Source: an optimization exercise on an open RTL-to-GDS flow (aim: small area, a short achievable clock period and few clock cycles per item). Production flows keep margins and buffers that such runs may drop.
The RTL was checked by simulation tests, not by an equivalence proof against the original design.
Power and IR drop assume default switching activity.

==> flow/run.sh <==
#!/bin/bash
# synth_recipe.tcl (not shown) runs the flow's synth.tcl, then flattens the netlist and writes it again
# the make line also repeats each setting of config.mk as NAME=value (left out here)
make -C /OpenROAD-flow-scripts/flow DESIGN_CONFIG=/design/flow/config.mk WORK_HOME=/design/flow/orfs CLKGATE_MAP_FILE= SYNTH_SCRIPT=/design/flow/synth_recipe.tcl finish
==> flow/config.mk <==
export PLATFORM = sky130hd
export DESIGN_NAME = anc_top
export DESIGN_NICKNAME = anc_top
export VERILOG_FILES = /design/flow/design.v
export SDC_FILE = /design/flow/constraint.sdc
export NUM_CORES = 4
export LEC_CHECK = 0
export CAP_MARGIN = 20
export CORE_MARGIN = 2
export CORE_UTILIZATION = 40
export SLEW_MARGIN = 20
==> flow/constraint.sdc <==
create_clock -name core_clock -period 13.0 [get_ports {clk}]
set_input_delay 2.6000 -clock core_clock [delete_from_list [all_inputs] [get_ports {clk}]]
set_output_delay 2.6000 -clock core_clock [all_outputs]
set_load 0.01 [all_outputs]
==> flow/design.v <==
package anc_pkg;
    localparam int SAMPLE_W = 14;
    localparam int WEIGHT_W = 32;
    localparam int ACC_W    = 48;
    typedef logic signed [SAMPLE_W-1:0] sample_t;
    typedef logic signed [WEIGHT_W-1:0] weight_t;
    typedef logic signed [ACC_W-1:0] acc_t;
    typedef struct packed {
        sample_t primary_a;
        sample_t primary_b;
        sample_t noise_ref;
    } frame_in_t;
    typedef enum logic [2:0] {
        PH_IDLE   = 3'd0,
        PH_SHIFT  = 3'd1,
        PH_FILTER = 3'd2,
        PH_ERROR  = 3'd3,
        PH_UPDATE = 3'd4,
        PH_HOLD   = 3'd5
    } phase_e;
endpackage
`timescale 1ns/1ps
module anc_sequencer
(
    input  logic       clk,
    input  logic       rstn,
    input  logic       head_flag,
    output logic [3:0] ph,
    output logic       capture,
    output logic       active,
    output logic       wz,
    output logic       frame_done
);
    logic armed;
    assign capture = (ph == 4'd8) && head_flag && armed;
    always_ff @(posedge clk or negedge rstn)
    begin
        if (!rstn)
        begin
            ph         <= 4'd7;
            armed      <= 1'b0;
            active     <= 1'b0;
            wz         <= 1'b1;
            frame_done <= 1'b0;
        end
        else
        begin
            ph <= (ph == 4'd8) ? 4'd0 : ph + 4'd1;
            if (!head_flag)
                armed <= 1'b1;
            else if (capture)
                armed <= 1'b0;
            if (ph == 4'd8)
                active <= capture;
            if (ph == 4'd6)
                wz <= 1'b0;
            frame_done <= active && (ph == 4'd5);
        end
    end
endmodule
`timescale 1ns/1ps
module anc_ref_delay_line
(
    input  logic              clk,
    input  logic              rstn,
    input  anc_pkg::sample_t  noise_ref,
    input  logic              rot,
    input  logic              capture,
    output anc_pkg::sample_t  ref_tap
);
    anc_pkg::sample_t q [8];
    always_ff @(posedge clk or negedge rstn)
    begin
        if (!rstn)
        begin
            for (int k = 0; k < 8; k++)
                q[k] <= '0;
        end
        else
        begin
            if (capture)
                q[0] <= noise_ref;
            else if (rot)
                q[0] <= q[1];
            if (rot || capture)
            begin
                for (int k = 1; k < 7; k++)
                    q[k] <= q[k+1];
                q[7] <= q[0];
            end
        end
    end
    assign ref_tap = q[0];
endmodule
`timescale 1ns/1ps
module anc_weight_bank
(
    input  logic         clk,
    input  logic         rstn,
    input  logic [29:0]  wr_data,
    output logic [29:0]  head,
    output logic [29:0]  tail
);
    logic [29:0] s [8];
    always_ff @(posedge clk)
    begin
        for (int k = 0; k < 7; k++)
            s[k] <= s[k+1];
        s[7] <= tail;
    end
    always_ff @(posedge clk or negedge rstn)
    begin
        if (!rstn)
            tail <= '0;
        else
            tail <= wr_data;
    end
    assign head = s[0];
endmodule
`timescale 1ns/1ps
module anc_channel
(
    input  logic              clk,
    input  logic              rstn,
    input  anc_pkg::sample_t  primary,
    input  logic [3:0]        ph,
    input  logic              active,
    input  logic              wz,
    input  anc_pkg::sample_t  ref_tap,
    output anc_pkg::sample_t  err
);
    logic [29:0]        head;
    logic [29:0]        tail;
    logic [29:0]        w_in;
    logic [29:0]        w_new;
    logic signed [27:0] p;
    logic [29:0]        acc;
    logic [29:0]        acc_in;
    logic [29:0]        sum;
    logic [29:0]        prod;
    anc_pkg::sample_t   err_next;
    assign w_in  = wz ? 30'd0 : head;
    assign p     = err * ref_tap;
    assign w_new = w_in + {{16{p[27]}}, p[27:14]};
    anc_weight_bank i_weight_bank (
        .clk     (clk),
        .rstn    (rstn),
        .wr_data (w_new),
        .head    (head),
        .tail    (tail)
    );
    assign prod   = tail * {{16{ref_tap[13]}}, ref_tap};
    assign acc_in = (active && ph == 4'd2) ? 30'd0 : acc;
    assign sum    = acc_in + prod;
    always_ff @(posedge clk or negedge rstn)
    begin
        if (!rstn)
            acc <= '0;
        else
            acc <= sum;
    end
    assign err_next = primary - sum[29:16];
    always_ff @(posedge clk or negedge rstn)
    begin
        if (!rstn)
            err <= '0;
        else if (ph == 4'd0)
            err <= active ? err_next : '0;
    end
endmodule
`timescale 1ns/1ps
module anc_top
(
    input  logic                clk,
    input  logic                rstn,
    input  logic                head_flag,
    input  anc_pkg::frame_in_t  frame,
    output anc_pkg::sample_t    dout,
    output logic                frame_done
);
    logic [3:0]        ph;
    logic              capture;
    logic              active;
    logic              wz;
    logic              rot;
    anc_pkg::sample_t  ref_q0;
    anc_pkg::sample_t  ref_tap;
    anc_pkg::sample_t  pa_q;
    anc_pkg::sample_t  pb_q;
    anc_pkg::sample_t  err_a;
    anc_pkg::sample_t  err_b;
    anc_sequencer i_sequencer (
        .clk        (clk),
        .rstn       (rstn),
        .head_flag  (head_flag),
        .ph         (ph),
        .capture    (capture),
        .active     (active),
        .wz         (wz),
        .frame_done (frame_done)
    );
    assign rot = active && (ph != 4'd8);
    anc_ref_delay_line i_ref_delay_line (
        .clk       (clk),
        .rstn      (rstn),
        .noise_ref (frame.noise_ref),
        .rot       (rot),
        .capture   (capture),
        .ref_tap   (ref_q0)
    );
    assign ref_tap = active ? ref_q0 : '0;
    always_ff @(posedge clk)
    begin
        pa_q <= frame.primary_a;
        pb_q <= frame.primary_b;
    end
    anc_channel i_channel_a (
        .clk     (clk),
        .rstn    (rstn),
        .primary (pa_q),
        .ph      (ph),
        .active  (active),
        .wz      (wz),
        .ref_tap (ref_tap),
        .err     (err_a)
    );
    anc_channel i_channel_b (
        .clk     (clk),
        .rstn    (rstn),
        .primary (pb_q),
        .ph      (ph),
        .active  (active),
        .wz      (wz),
        .ref_tap (ref_tap),
        .err     (err_b)
    );
    always_ff @(posedge clk or negedge rstn)
    begin
        if (!rstn)
            dout <= '0;
        else if (active && (ph == 4'd5))
            dout <= err_a + err_b;
    end
endmodule
==> notes.md <==
status timing/DRC/antenna clean; first-pass GRT wire length between 200000 and 250000 µm; cell area after layout 0.0652 mm²; synthesis-to-layout area growth 8.85%; Die X 391 µm; critical path peak fanout 217; Power Total 12800 µW; initial antenna violation count 3; flop2flop setup slack about 2000 ps; Final ANT Viol Nets 0; Max Slew Vio Count 0; Post-synth EDFFs 0; final hold vios 0; grt total ovfl 0; crit path capture type flop; # setup viols final 0; Synth Register Bits 790; Cell Area, Synth 0.0599 mm²; DR pass1 iterations 6; initial cell density of the core 40.2%; vias per cell ~5; Routed WL per cell 19.3 µm; maximum VDD drop 0.161 mV; unrepaired setup endpoints after global routing no; # H-tree levels 3; actual slew at the worst max-slew pin 1120 ps; Unique masters post-synth between 70 and 80; Post-CTS Setup Repair Bufs 0; Detail Placement HPWL ~110000 µm; largest net degree at the start of global routing 218; Die Span Y just under 400 µm; Clk pin slew, worst setup/hold paths roughly 60 ps; Sink Count ~800; share of layout cells above drive strength 1 about 6.1%; commonest non-fill, non-tap cell in the layout inv_1; GRT Util Overall approximately 20%; clock buffer depth 3; most used cell, CP fa_1; P_leak approximately 0.033 µW; Final GP Congestion 0.888; Core Area 0.149 mm²; Max transition margin 25.4%; CP arrival between 10000 and 15000 ps; num ports 60; CP Data Required Time ~14000 ps; Die ar. approximately 0.15 mm²; Remaining DRCs 0; skew final 42.3 ps; Synth Flop Type dfxtp_1; pre-CTS WS 2130 ps; Yosys top cell area share 31.6%; cells resized by post-CTS repair 0; clk root buf clkbuf_16; port bufs between 50 and 60; Skew-Pair Late Insertion Delay 720 ps; fin crit period approximately 11000 ps; main area contributors after synthesis fa_1 32%, dfxtp_1 17%, dfrtp_1 12%; routed wire length about 150000 µm; cts hold-fix bufs 0; setup_tns 0 ps; Mapped Cells 5841; nets roughly 7100; Worst Setup Start Kind flop; Fmax achieved 90.9 MHz; Yosys top cell by area fa_1; part of the Yosys area used for sequential elements 28.7%; power per cell area about 200 mW/mm²; vias in the first global route about 42000; Syn Nets 7218; DR iter-0 viols 2633; most frequent cells in the layout 1138 x inv_1, 947 x fa_1, 748 x nand2_1, 508 x dfxtp_1, 397 x and3_1; YS warnings 7; slowest stage delay, CP 880 ps; max_cap viols 0; DR vias 39300; CP Class reg2reg; Post-synth ARST share 35.7%; Core Rows between 100 and 150; Critical Path Slowest Stage Cell dfrtp_4; CTS tree built; CTS Buf Count 81; final worst slack 2000 ps; Post-DP Area roughly 0.062 mm²; final worst-path cycle share 84.6%; syn_area_per_cell 10.3 µm²; Hold WS 295 ps; type of the most critical hold path reg2reg
==> sequential cells by signal, summed over array words and instances, names as in the netlist, 4 cells and up <==
register / count
i_ref_delay_line.q: 112
i_channel_a.i_weight_bank.tail: 30
pa_q: 14
i_channel_a.err: 14
pb_q: 14
i_channel_b.acc: 30
i_channel_a.acc: 30
i_channel_b.err: 14
dout: 14
i_channel_b.i_weight_bank.s: 240
i_channel_a.i_weight_bank.s: 240
i_sequencer.ph: 4
i_channel_b.i_weight_bank.tail: 30
==> area by class of cell <==
cell class | count | area, µm²
flip-flops and latches | 790 | 17200
multi-input cells | 3639 | 37400
fillers | 14200 | 84000
well taps | 1944 | 2430
clock inverters | 29 | 420
clock buffers | 121 | 2420
inverters | 1138 | 4270
repair buffers | 114 | 1020
diodes | 1 | 2.50
==> cell families (layout without fill, tap and decap cells) <==
group           after synthesis  in the layout  synth area share [%]
buf+inv                    1412           1402                  8.84
other cells                   0              1                     0
flops                       790            790                  28.7
xor+xnor                    248            248                  3.71
simple gates               1516           1516                  12.1
mux                         115            115                  2.12
fa+ha+maj                  1333           1333                  39.7
compound gates              427            427                  4.78
==> critical path: cells and delay by family (launching register included) <==
family                     cells  cell delay (ps)
buffers and inverters          5             1160
adders and majority gates      8             3850
xor gates and xnor gates       1              170
and+or+nand+nor               11             1600
AOI/OAI and AO/OA             11             2950
DFF                            1              880
==> worst paths after layout <==
path                                                    startpoint                            endpoint  cells after the start
worst min-delay path            i_channel_b.i_weight_bank.s[1][20]  i_channel_b.i_weight_bank.s[0][20]                      0
worst min register to register  i_channel_b.i_weight_bank.s[1][20]  i_channel_b.i_weight_bank.s[0][20]                      0
worst max register to register                  i_sequencer.active  i_channel_a.i_weight_bank.tail[24]                     36
min in group asynchronous                                     rstn                 i_channel_b.acc[12]                      1
max in group asynchronous                                     rstn                  i_sequencer.active                      2
worst max-delay path                            i_sequencer.active  i_channel_a.i_weight_bank.tail[24]                     36
==> stage by stage <==
stage | utilization [%] | std cells
2_1_floorplan | - | 5841
3_3_place_gp | 41.8 | 7625
3_5_place_dp | 41.8 | 7625
4_1_cts | 43.7 | 7775
5_1_grt | 43.7 | 7775
6_report | 43.7 | 7776
==> layer usage <==
layer	up-vias	part of all wire (%)	global-route usage, %
met5	-	0	0
met2	1186	47	33.3
li1	17700	-	-
met3	259	6.1	2.82
met1	20100	44	28.1
met4	0	3.4	7.11
==> cells in the mapped netlist (17+ instances only) <==
library cell and instances:
nor2b_1 80, o21ai_0 93, mux2_2 98, mux2i_1 17, xor2_1 68, o21a_1 24, a21o_1 66, nor3_1 28
o21bai_1 20, dfrtp_1 278, nand2_1 749, a21oi_1 110, clkbuf_1 255, and3_1 397, nand2b_1 22, inv_1 1138
ha_1 385, nand3_1 23, or2_2 30, a22o_1 17, fa_1 947, xnor2_1 177, dfxtp_1 508, and2_1 34
nor2_1 125, buf_1 18
==> where the power goes <==
group	total [µW]	switching [µW]	internal [µW]	leakage, µW
clock network	2460	1030	1430	0.00139
registers	4310	930	3380	0.00789
logic	6030	3520	2510	0.0234
Testbench counts, summed over its fixed seeds: cycles 28,792, frames 3,200.

-- afterwards: timing with drivers on the ports --
No port has a modelled driver above. Below, the same layout with a new extraction and two added sets of constraints. Step 1 (the two cells are an assumption about what drives the block):
set clk [get_ports {clk}]
set_driving_cell -lib_cell sky130_fd_sc_hd__clkbuf_16 $clk
set_driving_cell -lib_cell sky130_fd_sc_hd__buf_2 [delete_from_list [all_inputs] $clk]
Step 2 moves the port delays by t, midway between the first and last clock arrival at a register: inputs arrive t later, outputs are due t later. That takes back most of the time a late clock gives input paths. Slacks: no drivers / after step 1 / after step 2; pairs: no drivers / after step 1.
shift t [ns]: 0.778
slack for setup (ns): 2.005 / 2.005 / 2.005
worst setup path at the end: register to register
After both steps setup and hold are still met in this run. For this run, drivers alone change the setup slack by 0.000 ns; drivers and shift together by 0.000 ns.
